What follows belongs to an exercise in optimizing a design on an open flow for small area; a production flow would make more cautious choices. The RTL was checked by simulation tests, not by an equivalence proof against the original design. Power is estimated from default activity; no workload was simulated.

run A:
==> flow/design.v <==
`default_nettype none
package dpram_pkg;
    localparam int DATA_WIDTH = 8;
    localparam int ADDR_WIDTH = 9;
    localparam int DEPTH      = 1 << ADDR_WIDTH;
endpackage
`default_nettype wire
`default_nettype none
module dpram_wcell (
    input  logic h,
    input  logic q,
    input  logic sa_n,
    input  logic xa_n,
    input  logic sb_n,
    input  logic xb_n,
    output logic d
);
    logic t;
    assign t = ~((sa_n | xa_n) & (sb_n | xb_n));
    assign d = ~((h & q) | t);
endmodule
module dpram_inv (
    input  logic a,
    output logic y
);
    assign y = ~a;
endmodule
module dpram_dec (
    input  logic hi,
    input  logic lo,
    output logic s_n
);
    assign s_n = ~(hi & lo);
endmodule
module dpram_hold (
    input  logic sa_n,
    input  logic wloa_n,
    input  logic sb_n,
    input  logic wlob_n,
    output logic h
);
    assign h = (sa_n | wloa_n) & (sb_n | wlob_n);
endmodule
module dpram_rsel2 (
    input  logic [1:0] s_n,
    input  logic [1:0] q,
    output logic       y
);
    assign y = ~((s_n[0] | q[0]) & (s_n[1] | q[1]));
endmodule
module dpram_or4 (input logic [3:0] a, output logic y);
    assign y = |a;
endmodule
module dpram_rdsel512 (
    input  logic [511:0] s_n,
    input  logic [511:0] q,
    output logic         y
);
    logic [255:0] l0;
    logic [63:0]  l1;
    logic [15:0]  l2;
    logic [3:0]   l3;
    genvar g;
    generate
        for (g = 0; g < 256; g++) begin : g_l0
            dpram_rsel2 u (.s_n(s_n[2*g +: 2]), .q(q[2*g +: 2]), .y(l0[g]));
        end
        for (g = 0; g < 64; g++) begin : g_l1
            dpram_or4 u (.a(l0[4*g +: 4]), .y(l1[g]));
        end
        for (g = 0; g < 16; g++) begin : g_l2
            dpram_or4 u (.a(l1[4*g +: 4]), .y(l2[g]));
        end
        for (g = 0; g < 4; g++) begin : g_l3
            dpram_or4 u (.a(l2[4*g +: 4]), .y(l3[g]));
        end
    endgenerate
    dpram_or4 u_l4 (.a(l3), .y(y));
endmodule
`default_nettype wire
`default_nettype none
import dpram_pkg::*;
module dpram_clr (
    input  logic       clock,
    input  logic       reset_n,
    input  logic       clear_req,
    output logic       busy,
    input  logic [8:0] address_a,
    input  logic [7:0] data_a,
    input  logic       wren_a,
    output logic [7:0] q_a,
    input  logic [8:0] address_b,
    input  logic [7:0] data_b,
    input  logic       wren_b,
    output logic [7:0] q_b,
    output logic       collision
);
    localparam int DW = dpram_pkg::DATA_WIDTH;
    localparam int AW = dpram_pkg::ADDR_WIDTH;
    localparam int N  = dpram_pkg::DEPTH;
    logic          r_busy;
    logic [AW-1:0] r_count;
    always_ff @(posedge clock or negedge reset_n) begin
        if (!reset_n) begin
            r_busy  <= 1'b1;
            r_count <= '0;
        end else if (r_busy) begin
            r_count <= r_count + 1'b1;
            if (&r_count) r_busy <= 1'b0;
        end else if (clear_req) begin
            r_busy <= 1'b1;
        end
    end
    assign busy = r_busy;
    logic r_phase;
    always_ff @(posedge clock or negedge reset_n) begin
        if (!reset_n) r_phase <= 1'b0;
        else          r_phase <= ~r_phase;
    end
    logic          w_same_addr;
    logic [AW-1:0] w_addr_a;
    logic          w_we_a;
    logic          w_we_b;
    logic [DW-1:0] w_xa_n;
    logic [DW-1:0] w_xb_n;
    assign w_same_addr = (address_a == address_b);
    assign w_addr_a    = r_busy ? r_count : address_a;
    assign w_we_a      = r_busy | wren_a;
    assign w_we_b      = !r_busy && wren_b && !(wren_a && w_same_addr);
    assign w_xa_n      = ~(r_busy ? {DW{r_phase}} :
                           wren_a ? (data_a ^ {DW{r_phase}}) : '0);
    assign w_xb_n      = ~(w_we_b ? (data_b ^ {DW{r_phase}}) : '0);
    logic [31:0] w_pa_hi, w_pb_hi;
    logic [15:0] w_pa_lo_n, w_pb_lo_n;
    logic [15:0] w_pwa_lo, w_pwb_lo;
    always_comb begin
        for (int k = 0; k < 32; k++) begin
            w_pa_hi[k] = (w_addr_a[8:4]  == 5'(k));
            w_pb_hi[k] = (address_b[8:4] == 5'(k));
        end
        for (int k = 0; k < 16; k++) begin
            w_pa_lo_n[k] = !(w_addr_a[3:0]  == 4'(k));
            w_pb_lo_n[k] = !(address_b[3:0] == 4'(k));
            w_pwa_lo[k]  = w_we_a && (w_addr_a[3:0]  == 4'(k));
            w_pwb_lo[k]  = w_we_b && (address_b[3:0] == 4'(k));
        end
    end
    localparam int NR = 4;
    localparam int RW = N / NR;     
    localparam int GW = 16;         
    localparam int NG = N / GW;
    logic [NR-1:0][15:0]   w_ra_lo, w_rb_lo;
    logic [NR-1:0][15:0]   w_rwa_lo_n, w_rwb_lo_n;
    logic [NR-1:0][DW-1:0] w_rxa, w_rxb;
    logic [NG-1:0][DW-1:0] w_gxa_n, w_gxb_n;
    genvar r, g, k;
    generate
        for (r = 0; r < NR; r++) begin : g_reg
            for (k = 0; k < 16; k++) begin : g_lo
                dpram_inv u_la  (.a(w_pa_lo_n[k]), .y(w_ra_lo[r][k]));
                dpram_inv u_lb  (.a(w_pb_lo_n[k]), .y(w_rb_lo[r][k]));
                dpram_inv u_lwa (.a(w_pwa_lo[k]),  .y(w_rwa_lo_n[r][k]));
                dpram_inv u_lwb (.a(w_pwb_lo[k]),  .y(w_rwb_lo_n[r][k]));
            end
            for (k = 0; k < DW; k++) begin : g_col
                dpram_inv u_xa (.a(w_xa_n[k]), .y(w_rxa[r][k]));
                dpram_inv u_xb (.a(w_xb_n[k]), .y(w_rxb[r][k]));
            end
        end
        for (g = 0; g < NG; g++) begin : g_grp
            for (k = 0; k < DW; k++) begin : g_col
                dpram_inv u_xa (.a(w_rxa[g*GW/RW][k]), .y(w_gxa_n[g][k]));
                dpram_inv u_xb (.a(w_rxb[g*GW/RW][k]), .y(w_gxb_n[g][k]));
            end
        end
    endgenerate
    logic [N-1:0]    w_sel_a_n;
    logic [N-1:0]    w_sel_b_n;
    logic [N-1:0]    w_hold;
    logic [DW*N-1:0] r_mem;
    logic [DW*N-1:0] w_mem_next;
    genvar w, b;
    generate
        for (w = 0; w < N; w++) begin : g_word
            dpram_dec u_dec_a (.hi(w_pa_hi[w/16]), .lo(w_ra_lo[w/RW][w%16]), .s_n(w_sel_a_n[w]));
            dpram_dec u_dec_b (.hi(w_pb_hi[w/16]), .lo(w_rb_lo[w/RW][w%16]), .s_n(w_sel_b_n[w]));
            dpram_hold u_hold (
                .sa_n   (w_sel_a_n[w]), .wloa_n (w_rwa_lo_n[w/RW][w%16]),
                .sb_n   (w_sel_b_n[w]), .wlob_n (w_rwb_lo_n[w/RW][w%16]),
                .h      (w_hold[w])
            );
            for (b = 0; b < DW; b++) begin : g_bit
                dpram_wcell u_wcell (
                    .h    (w_hold[w]),
                    .q    (r_mem[w*DW + b]),
                    .sa_n (w_sel_a_n[w]),
                    .xa_n (w_gxa_n[w/GW][b]),
                    .sb_n (w_sel_b_n[w]),
                    .xb_n (w_gxb_n[w/GW][b]),
                    .d    (w_mem_next[w*DW + b])
                );
            end
        end
    endgenerate
    always_ff @(posedge clock) begin
        r_mem <= w_mem_next;
    end
    logic [DW-1:0] w_rd_a_n;
    logic [DW-1:0] w_rd_b_n;
    generate
        for (b = 0; b < DW; b++) begin : g_rd
            logic [N-1:0] w_col;
            for (w = 0; w < N; w++) begin : g_col
                assign w_col[w] = r_mem[w*DW + b];
            end
            dpram_rdsel512 u_rd_a (.s_n(w_sel_a_n), .q(w_col), .y(w_rd_a_n[b]));
            dpram_rdsel512 u_rd_b (.s_n(w_sel_b_n), .q(w_col), .y(w_rd_b_n[b]));
        end
    endgenerate
    logic [DW-1:0] r_rd_a;
    logic [DW-1:0] r_rd_b;
    logic          r_collision;
    logic          w_rd_clr;
    assign w_rd_clr = r_busy | clear_req;
    always_ff @(posedge clock or negedge reset_n) begin
        if (!reset_n) begin
            r_rd_a      <= '0;
            r_rd_b      <= '0;
            r_collision <= 1'b0;
        end else begin
            r_rd_a      <= w_rd_clr ? '0 : ~(w_rd_a_n ^ {DW{r_phase}});
            r_rd_b      <= w_rd_clr ? '0 : ~(w_rd_b_n ^ {DW{r_phase}});
            r_collision <= !r_busy && wren_a && wren_b && w_same_addr;
        end
    end
    assign q_a       = r_rd_a;
    assign q_b       = r_rd_b;
    assign collision = r_collision;
endmodule
`default_nettype wire
clock: 10.0 ns
lec_check: 0
cap_margin: 20
core_margin: 2
core_utilization: 30
cts_buf_list: sky130_fd_sc_hd__clkbuf_8 sky130_fd_sc_hd__clkbuf_16
cts_cluster_diameter: 100
cts_cluster_size: 20
gpl_timing_driven: 0
place_density: 0.38
slew_margin: 20
synth_hierarchical: 1
synth_memory_max_bits: 8192
standard.sh (not shown) runs the stock make flow with config.mk's settings and CLKGATE_MAP_FILE= SYNTH_SCRIPT=/design/flow/synth_recipe.tcl, a recipe that flattens the netlist after the stock synthesis.
==> flow/flow/run.sh <==
#!/bin/bash
# Layout flow: the standard flow (standard.sh), with two changes after
# the standard synthesis:
#  - clock tree synthesis without dummy loads,
#  - the port buffers are buf_1 cells.
# Each step's full output goes to a log file of its own in this folder.
set -euo pipefail

# 1. the standard synthesis, unchanged
bash standard.sh synth > log_synth.txt 2>&1

# 2. the rest of the standard flow with the changes above
export CTS_ARGS="-sink_clustering_enable -repair_clock_nets -buf_list {sky130_fd_sc_hd__clkbuf_8 sky130_fd_sc_hd__clkbuf_16} -sink_clustering_size 20 -sink_clustering_max_diameter 100 -dont_use_dummy_load"
export BUFFER_PORTS_ARGS="-buffer_cell sky130_fd_sc_hd__buf_1"
bash standard.sh finish > log_finish.txt 2>&1

# 3. keep ORFS's own per-step logs and reports beside the flow logs
cp -r orfs/logs logs_orfs 2>/dev/null || true
cp -r orfs/reports reports_orfs 2>/dev/null || true
Changes in run B relative to run A:
diff --git a/flow/design.v b/flow/design.v
--- a/flow/design.v
+++ b/flow/design.v
@@ -46,38 +46,35 @@
     input  logic [1:0] q,
     output logic       y
 );
     assign y = ~((s_n[0] | q[0]) & (s_n[1] | q[1]));
 endmodule
-module dpram_or4 (input logic [3:0] a, output logic y);
-    assign y = |a;
+module dpram_or16 (input logic [15:0] a, output logic y);
+    logic [3:0] n;
+    assign n[0] = ~|a[3:0];
+    assign n[1] = ~|a[7:4];
+    assign n[2] = ~|a[11:8];
+    assign n[3] = ~|a[15:12];
+    assign y = ~&n;
 endmodule
 module dpram_rdsel512 (
     input  logic [511:0] s_n,
     input  logic [511:0] q,
     output logic         y
 );
     logic [255:0] l0;
-    logic [63:0]  l1;
-    logic [15:0]  l2;
-    logic [3:0]   l3;
+    logic [15:0]  l1;
     genvar g;
     generate
         for (g = 0; g < 256; g++) begin : g_l0
             dpram_rsel2 u (.s_n(s_n[2*g +: 2]), .q(q[2*g +: 2]), .y(l0[g]));
         end
-        for (g = 0; g < 64; g++) begin : g_l1
-            dpram_or4 u (.a(l0[4*g +: 4]), .y(l1[g]));
-        end
-        for (g = 0; g < 16; g++) begin : g_l2
-            dpram_or4 u (.a(l1[4*g +: 4]), .y(l2[g]));
-        end
-        for (g = 0; g < 4; g++) begin : g_l3
-            dpram_or4 u (.a(l2[4*g +: 4]), .y(l3[g]));
-        end
-    endgenerate
-    dpram_or4 u_l4 (.a(l3), .y(y));
+        for (g = 0; g < 16; g++) begin : g_l1
+            dpram_or16 u (.a(l0[16*g +: 16]), .y(l1[g]));
+        end
+    endgenerate
+    dpram_or16 u_l2 (.a(l1), .y(y));
 endmodule
 `default_nettype wire
 `default_nettype none
 import dpram_pkg::*;
 module dpram_clr (
[summary]
Nothing crashed in run B and all stages finished; the problem is that the final layout failed, the offending checks being capacitance limit, slew limit. Compared with run A, run B supports a lower clock frequency. Run B ended with more wire length than run A. Internal power summed over all cells on run B is up relative to run A. ~same sequential share of layout area in run A and run B. Looking at share of the final layout cell area in multi-input gates, run B sits 0.21 points below run A. [diff] setup slack, run B relative to run A: regression. Where time the worst path needs with I/O delays and setup is concerned, run A is better than run B. Diff run A..run B | multi-input combinational cell count | unchanged. Compared with run A, run B shows delay of the slowest critical-path stage lower by 0.03 ns. Synthesized cell area, run A and run B: larger value in run A. Between run A and run B, the worst hold margin is lower for run A.

[re-timing with driven ports]
In the flow no input, the clock included, has a driving cell. The finished layouts below were timed again as built, in two steps. Step 1, drivers: a clkbuf_16 drives clock and a buf_2 each remaining input, both assumed. Step 2 times the ports against the registers' clock, not the clock port: input delays grow and output delays shrink by t, the midpoint of the rising clock arrivals with the driver on. Slacks: ideal ports / drivers / drivers and shift; pairs: ideal ports / drivers.
| run | t (ns) | setup slack, ns | latest minus earliest clock arrival (ns) |
|---|---|---|---|
| run A | 1.149 | 1.428 / 1.293 / 0.144 | 0.122 / 0.122 |
| run B | 1.185 | 1.343 / 1.428 / 0.270 | 0.083 / 0.083 |
For run A, which loses most, drivers alone change the setup slack by -0.135 ns; drivers and shift together by -1.284 ns.
